This is an optimization exercise on Yosys and OpenROAD, whose aim is small area, a short achievable clock period and few clock cycles per item, not a production implementation.
Function was checked by simulation only, so behaviour that the tests miss may differ from the original.
No activity file was given, so power comes from the tool's default toggle rates.

==> flow/design.v <==
`timescale 1ns / 1ps
package pcrc64_pkg;
  localparam int CrcWidth    = 64;
  localparam int ByteWidth   = 8;
  localparam int CountWidth  = 32;
  localparam int CfgIdxWidth = 3;
  localparam logic [CrcWidth-1:0]   PolyReset   = 64'h42F0_E1EB_A9EA_3693;
  localparam logic [CrcWidth-1:0]   InitReset   = '0;
  localparam logic [CrcWidth-1:0]   XorOutReset = '0;
  function automatic logic [ByteWidth-1:0] flip8(input logic [ByteWidth-1:0] b);
    logic [ByteWidth-1:0] r;
    for (int i = 0; i < ByteWidth; i = i + 1) begin
      r[i] = b[ByteWidth-1-i];
    end
    flip8 = r;
  endfunction
  function automatic logic [CrcWidth-1:0] flip64(input logic [CrcWidth-1:0] v);
    logic [CrcWidth-1:0] r;
    for (int i = 0; i < CrcWidth; i = i + 1) begin
      r[i] = v[CrcWidth-1-i];
    end
    flip64 = r;
  endfunction
  function automatic logic [ByteWidth-1:1] qvec(input logic [CrcWidth-1:0] poly);
    logic [ByteWidth-1:0] q;
    q    = '0;
    q[0] = 1'b1;
    for (int j = 1; j < ByteWidth; j = j + 1) begin
      for (int i = 1; i <= j; i = i + 1) begin
        q[j] = q[j] ^ (poly[CrcWidth-i] & q[j-i]);
      end
    end
    qvec = q[ByteWidth-1:1];
  endfunction
  function automatic logic [ByteWidth-1:0] qapply(input logic [ByteWidth-1:1] q,
                                                  input logic [ByteWidth-1:0] u);
    logic [ByteWidth-1:0] f;
    for (int i = 0; i < ByteWidth; i = i + 1) begin
      f[i] = u[i];
      for (int k = 0; k < i; k = k + 1) begin
        f[i] = f[i] ^ (q[i-k] & u[k]);
      end
    end
    qapply = f;
  endfunction
  function automatic logic [ByteWidth-1:0] byte_share(input logic [ByteWidth-1:1] q,
                                                      input logic [ByteWidth-1:0] b);
    byte_share = qapply(q, flip8(b));
  endfunction
  function automatic logic [CrcWidth-1:0] crc_step8(input logic [CrcWidth-1:0]  crc,
                                                     input logic [ByteWidth-1:0] v,
                                                     input logic [CrcWidth-1:0]  poly,
                                                     input logic [ByteWidth-1:1] q);
    logic [ByteWidth-1:0] f;
    logic [CrcWidth-1:0]  r;
    f = qapply(q, flip8(crc[CrcWidth-1 -: ByteWidth])) ^ v;
    r = {crc[CrcWidth-ByteWidth-1:0], {ByteWidth{1'b0}}};
    for (int k = 0; k < ByteWidth; k = k + 1) begin
      r = r ^ ({CrcWidth{f[k]}} & (poly << (ByteWidth-1-k)));
    end
    crc_step8 = r;
  endfunction
endpackage
`timescale 1ns / 1ps
module pcrc64_front (
  input  logic                             clk,
  input  logic                             rst,
  input  logic                             s_axis_tvalid,
  output logic                             s_axis_tready,
  input  logic [pcrc64_pkg::ByteWidth-1:0] s_axis_tdata,
  input  logic                             s_axis_tuser,
  input  logic                             reflect_in,
  input  logic [pcrc64_pkg::ByteWidth-1:1] poly_q,
  output logic                             q_valid,
  input  logic                             q_ready,
  output logic                             q_kind,
  output logic [pcrc64_pkg::ByteWidth-1:0] q_data
);
  logic push;
  assign s_axis_tready = !q_valid || q_ready;
  assign push          = s_axis_tvalid && s_axis_tready;
  always_ff @(posedge clk) begin
    if (rst) begin
      q_valid <= 1'b0;
    end else if (push) begin
      q_valid <= 1'b1;
    end else if (q_ready) begin
      q_valid <= 1'b0;
    end
  end
  always_ff @(posedge clk) begin
    if (push) begin
      q_kind <= s_axis_tuser;
      q_data <= pcrc64_pkg::byte_share(poly_q, reflect_in ? pcrc64_pkg::flip8(s_axis_tdata)
                                                          : s_axis_tdata);
    end
  end
endmodule
`timescale 1ns / 1ps
module pcrc64_back (
  input  logic                                clk,
  input  logic                                rst,
  input  logic [pcrc64_pkg::CrcWidth-1:0]     polynomial,
  input  logic [pcrc64_pkg::ByteWidth-1:1]    poly_q,
  input  logic [pcrc64_pkg::CrcWidth-1:0]     initial_value,
  input  logic [pcrc64_pkg::CrcWidth-1:0]     xor_out,
  input  logic                                reflect_out,
  input  logic                                reflect_out_n,   
  input  logic                                q_valid,
  output logic                                q_ready,
  input  logic                                q_kind,
  input  logic [pcrc64_pkg::ByteWidth-1:0]    q_data,
  output logic                                m_axis_tvalid,
  input  logic                                m_axis_tready,
  output logic [pcrc64_pkg::CrcWidth+pcrc64_pkg::CountWidth-1:0] m_axis_tdata
);
  logic [pcrc64_pkg::CrcWidth-1:0]   crc_register;
  logic [pcrc64_pkg::CountWidth-1:0] bytes_absorbed;
  logic                              take;
  assign q_ready = !m_axis_tvalid || m_axis_tready;
  assign take    = q_valid && q_ready;
  always_ff @(posedge clk) begin
    if (rst) begin
      crc_register   <= pcrc64_pkg::InitReset;
      bytes_absorbed <= '0;
      m_axis_tvalid  <= 1'b0;
    end else begin
      if (take) begin
        m_axis_tvalid <= 1'b1;
        if (q_kind) begin
          crc_register   <= initial_value;
          bytes_absorbed <= '0;
        end else begin
          crc_register   <= pcrc64_pkg::crc_step8(crc_register, q_data, polynomial, poly_q);
          if (!(&bytes_absorbed)) begin
            bytes_absorbed <= bytes_absorbed + 32'd1;
          end
        end
      end else if (m_axis_tready) begin
        m_axis_tvalid <= 1'b0;
      end
    end
  end
  logic [pcrc64_pkg::CrcWidth-1:0] crc_flipped;
  assign crc_flipped = pcrc64_pkg::flip64(crc_register);
  assign m_axis_tdata = {bytes_absorbed,
                         (reflect_out_n ? crc_register[63:32] : crc_flipped[63:32]) ^ xor_out[63:32],
                         (reflect_out   ? crc_flipped[31:0]   : crc_register[31:0])  ^ xor_out[31:0]};
endmodule
`timescale 1ns / 1ps
module parametric_crc64_engine (
  input  logic                                clk,
  input  logic                                rst,
  input  logic                                s_axis_tvalid,
  output logic                                s_axis_tready,
  input  logic [pcrc64_pkg::ByteWidth-1:0]    s_axis_tdata,   
  input  logic                                s_axis_tuser,   
  output logic                                m_axis_tvalid,
  input  logic                                m_axis_tready,
  output logic [pcrc64_pkg::CrcWidth+pcrc64_pkg::CountWidth-1:0] m_axis_tdata,
  input  logic                                cfg_valid,
  output logic                                cfg_ready,
  input  logic [pcrc64_pkg::CfgIdxWidth-1:0]  cfg_index,
  input  logic [pcrc64_pkg::CrcWidth-1:0]     cfg_data
);
  logic [pcrc64_pkg::CrcWidth-1:0]  polynomial;
  logic [pcrc64_pkg::CrcWidth-1:0]  initial_value;
  logic [pcrc64_pkg::CrcWidth-1:0]  xor_out;
  logic [pcrc64_pkg::ByteWidth-1:1] poly_q;
  logic                             reflect_in;
  logic                             reflect_out;
  logic                             reflect_out_n;
  logic                             q_valid;
  logic                             q_ready;
  logic                             q_kind;
  logic [pcrc64_pkg::ByteWidth-1:0] q_data;
  assign cfg_ready = 1'b1;
  logic [4:0] wr_load;
  logic [4:0] wr_keep;
  always_comb begin
    for (int k = 0; k < 5; k = k + 1) begin
      wr_load[k] = !rst && cfg_valid && (cfg_index == 3'(k));
      wr_keep[k] = !rst && !(cfg_valid && (cfg_index == 3'(k)));
    end
  end
  always_ff @(posedge clk) begin
    polynomial    <= ({64{wr_load[0]}} & cfg_data) | ({64{wr_keep[0]}} & polynomial)
                   | ({64{rst}} & pcrc64_pkg::PolyReset);
    initial_value <= ({64{wr_load[1]}} & cfg_data) | ({64{wr_keep[1]}} & initial_value);
    xor_out       <= ({64{wr_load[2]}} & cfg_data) | ({64{wr_keep[2]}} & xor_out);
    reflect_in    <= (wr_load[3] & cfg_data[0]) | (wr_keep[3] & reflect_in);
    reflect_out   <= (wr_load[4] & cfg_data[0]) | (wr_keep[4] & reflect_out);
    reflect_out_n <= (wr_load[4] & ~cfg_data[0]) | (wr_keep[4] & reflect_out_n) | rst;
  end
  always_ff @(posedge clk) begin
    if (rst) begin
      poly_q <= pcrc64_pkg::qvec(pcrc64_pkg::PolyReset);
    end else if (cfg_valid && cfg_index == 3'd0) begin
      poly_q <= pcrc64_pkg::qvec(cfg_data);
    end
  end
  pcrc64_front u_front (
    .clk           (clk),
    .rst           (rst),
    .s_axis_tvalid (s_axis_tvalid),
    .s_axis_tready (s_axis_tready),
    .s_axis_tdata  (s_axis_tdata),
    .s_axis_tuser  (s_axis_tuser),
    .reflect_in    (reflect_in),
    .poly_q        (poly_q),
    .q_valid       (q_valid),
    .q_ready       (q_ready),
    .q_kind        (q_kind),
    .q_data        (q_data)
  );
  pcrc64_back u_back (
    .clk           (clk),
    .rst           (rst),
    .polynomial    (polynomial),
    .poly_q        (poly_q),
    .initial_value (initial_value),
    .xor_out       (xor_out),
    .reflect_out   (reflect_out),
    .reflect_out_n (reflect_out_n),
    .q_valid       (q_valid),
    .q_ready       (q_ready),
    .q_kind        (q_kind),
    .q_data        (q_data),
    .m_axis_tvalid (m_axis_tvalid),
    .m_axis_tready (m_axis_tready),
    .m_axis_tdata  (m_axis_tdata)
  );
endmodule
export LEC_CHECK = 0
export CAP_MARGIN = 20
export CORE_MARGIN = 2
export CORE_UTILIZATION = 60
export SETUP_SLACK_MARGIN = 2.9
export SLEW_MARGIN = 20
create_clock -name core_clock -period 6.0 [get_ports {clk}]
standard.sh (not shown) runs the stock make flow with config.mk's settings and CLKGATE_MAP_FILE= SYNTH_SCRIPT=/design/flow/synth_recipe.tcl, a recipe that flattens the netlist after the stock synthesis.
==> flow/flow/run.sh <==
#!/bin/bash
# Layout flow: the standard flow (standard.sh) with two changes:
# - the buffers that global placement puts on every input and output port are
#   sky130_fd_sc_hd__buf_2 cells instead of the cell OpenROAD picks by default
#   (clkdlybuf4s50_1, a slow delay buffer twice the area);
# - clock tree synthesis builds the tree from clkbuf_8 cells and inserts no
#   dummy loads (otherwise the standard arguments).
# Synthesis is the standard one, run first and unchanged. Each run's full
# output goes to a log file of its own in this folder; ORFS keeps its
# per-step logs under orfs/logs.
set -euo pipefail
bash standard.sh synth > synth.log 2>&1
export BUFFER_PORTS_ARGS="-buffer_cell sky130_fd_sc_hd__buf_2"
export CTS_ARGS="-sink_clustering_enable -repair_clock_nets -dont_use_dummy_load -buf_list sky130_fd_sc_hd__clkbuf_8"
bash standard.sh > layout.log 2>&1
Testbench counts at the start, summed over its fixed seeds: cycles 19,264, items 19,200.
Edit:
--- a/flow/design.v
+++ b/flow/design.v
@@ -74,27 +74,42 @@
   output logic                             q_valid,
   input  logic                             q_ready,
   output logic                             q_kind,
   output logic [pcrc64_pkg::ByteWidth-1:0] q_data
 );
-  logic push;
-  assign s_axis_tready = !q_valid || q_ready;
-  assign push          = s_axis_tvalid && s_axis_tready;
+  logic                             skid_valid;
+  logic                             skid_kind;
+  logic [pcrc64_pkg::ByteWidth-1:0] skid_data;
+  logic                             push;
+  logic                             advance;
+  logic                             in_kind;
+  logic [pcrc64_pkg::ByteWidth-1:0] in_data;
+  assign s_axis_tready = !skid_valid;
+  assign push          = s_axis_tvalid && !skid_valid;
+  assign advance       = !q_valid || q_ready;
+  assign in_kind       = s_axis_tuser;
+  assign in_data       = pcrc64_pkg::byte_share(poly_q, reflect_in ? pcrc64_pkg::flip8(s_axis_tdata)
+                                                                   : s_axis_tdata);
   always_ff @(posedge clk) begin
     if (rst) begin
-      q_valid <= 1'b0;
+      q_valid    <= 1'b0;
+      skid_valid <= 1'b0;
+    end else if (advance) begin
+      q_valid    <= skid_valid || push;
+      skid_valid <= 1'b0;
     end else if (push) begin
-      q_valid <= 1'b1;
-    end else if (q_ready) begin
-      q_valid <= 1'b0;
-    end
-  end
-  always_ff @(posedge clk) begin
+      skid_valid <= 1'b1;
+    end
+  end
+  always_ff @(posedge clk) begin
+    if (advance) begin
+      q_kind <= skid_valid ? skid_kind : in_kind;
+      q_data <= skid_valid ? skid_data : in_data;
+    end
     if (push) begin
-      q_kind <= s_axis_tuser;
-      q_data <= pcrc64_pkg::byte_share(poly_q, reflect_in ? pcrc64_pkg::flip8(s_axis_tdata)
-                                                          : s_axis_tdata);
+      skid_kind <= in_kind;
+      skid_data <= in_data;
     end
   end
 endmodule
 `timescale 1ns / 1ps
 module pcrc64_back (
@@ -103,11 +118,10 @@
   input  logic [pcrc64_pkg::CrcWidth-1:0]     polynomial,
   input  logic [pcrc64_pkg::ByteWidth-1:1]    poly_q,
   input  logic [pcrc64_pkg::CrcWidth-1:0]     initial_value,
   input  logic [pcrc64_pkg::CrcWidth-1:0]     xor_out,
   input  logic                                reflect_out,
-  input  logic                                reflect_out_n,   
   input  logic                                q_valid,
   output logic                                q_ready,
   input  logic                                q_kind,
   input  logic [pcrc64_pkg::ByteWidth-1:0]    q_data,
   output logic                                m_axis_tvalid,
@@ -139,15 +153,12 @@
       end else if (m_axis_tready) begin
         m_axis_tvalid <= 1'b0;
       end
     end
   end
-  logic [pcrc64_pkg::CrcWidth-1:0] crc_flipped;
-  assign crc_flipped = pcrc64_pkg::flip64(crc_register);
   assign m_axis_tdata = {bytes_absorbed,
-                         (reflect_out_n ? crc_register[63:32] : crc_flipped[63:32]) ^ xor_out[63:32],
-                         (reflect_out   ? crc_flipped[31:0]   : crc_register[31:0])  ^ xor_out[31:0]};
+                         (reflect_out ? pcrc64_pkg::flip64(crc_register) : crc_register) ^ xor_out};
 endmodule
 `timescale 1ns / 1ps
 module parametric_crc64_engine (
   input  logic                                clk,
   input  logic                                rst,
@@ -167,11 +178,10 @@
   logic [pcrc64_pkg::CrcWidth-1:0]  initial_value;
   logic [pcrc64_pkg::CrcWidth-1:0]  xor_out;
   logic [pcrc64_pkg::ByteWidth-1:1] poly_q;
   logic                             reflect_in;
   logic                             reflect_out;
-  logic                             reflect_out_n;
   logic                             q_valid;
   logic                             q_ready;
   logic                             q_kind;
   logic [pcrc64_pkg::ByteWidth-1:0] q_data;
   assign cfg_ready = 1'b1;
@@ -188,11 +198,10 @@
                    | ({64{rst}} & pcrc64_pkg::PolyReset);
     initial_value <= ({64{wr_load[1]}} & cfg_data) | ({64{wr_keep[1]}} & initial_value);
     xor_out       <= ({64{wr_load[2]}} & cfg_data) | ({64{wr_keep[2]}} & xor_out);
     reflect_in    <= (wr_load[3] & cfg_data[0]) | (wr_keep[3] & reflect_in);
     reflect_out   <= (wr_load[4] & cfg_data[0]) | (wr_keep[4] & reflect_out);
-    reflect_out_n <= (wr_load[4] & ~cfg_data[0]) | (wr_keep[4] & reflect_out_n) | rst;
   end
   always_ff @(posedge clk) begin
     if (rst) begin
       poly_q <= pcrc64_pkg::qvec(pcrc64_pkg::PolyReset);
     end else if (cfg_valid && cfg_index == 3'd0) begin
@@ -219,11 +228,10 @@
     .polynomial    (polynomial),
     .poly_q        (poly_q),
     .initial_value (initial_value),
     .xor_out       (xor_out),
     .reflect_out   (reflect_out),
-    .reflect_out_n (reflect_out_n),
     .q_valid       (q_valid),
     .q_ready       (q_ready),
     .q_kind        (q_kind),
     .q_data        (q_data),
     .m_axis_tvalid (m_axis_tvalid),
Total power increases by 15%.
Sequential cell count increases by 9.
Maximum frequency decreases by 3.2%.
Worst setup slack is worse by 110 ps.
Non-clock buffer count increases by 18.
Cell area increases by 8.0%.
Testbench counts after the change, summed over its fixed seeds: cycles 19,264, items 19,200.

==> static timing again, ports no longer ideal <==
The results above use ideal ports. As a check the final layouts listed here were re-extracted and re-timed, cells and wires unchanged. Step 1, drivers: a clkbuf_16 drives clk and a buf_2 each remaining input, both assumed. Step 2, shift: input delay + t, output delay - t, t = (earliest + latest rising clock arrival at the registers) / 2. This alone moves slack from input paths to output paths. Three values: ideal, step 1, step 2; two values: the first two.
run	t, ns	setup WS [ns]	worst hold slack (ns)	clock arrival spread, ns	worst data-port slew with drivers (ns)
the first run	0.681	2.821 / 2.768 / 2.475	0.451 / 0.451 / 0.451	0.030 / 0.030	0.04
the second run	0.682	2.715 / 2.659 / 2.564	0.452 / 0.452 / 0.452	0.058 / 0.057	0.10
After both steps every run listed still meets setup and hold. The setup slack of the first run, which loses most, moves by -0.053 ns with the drivers and by -0.346 ns with both steps.
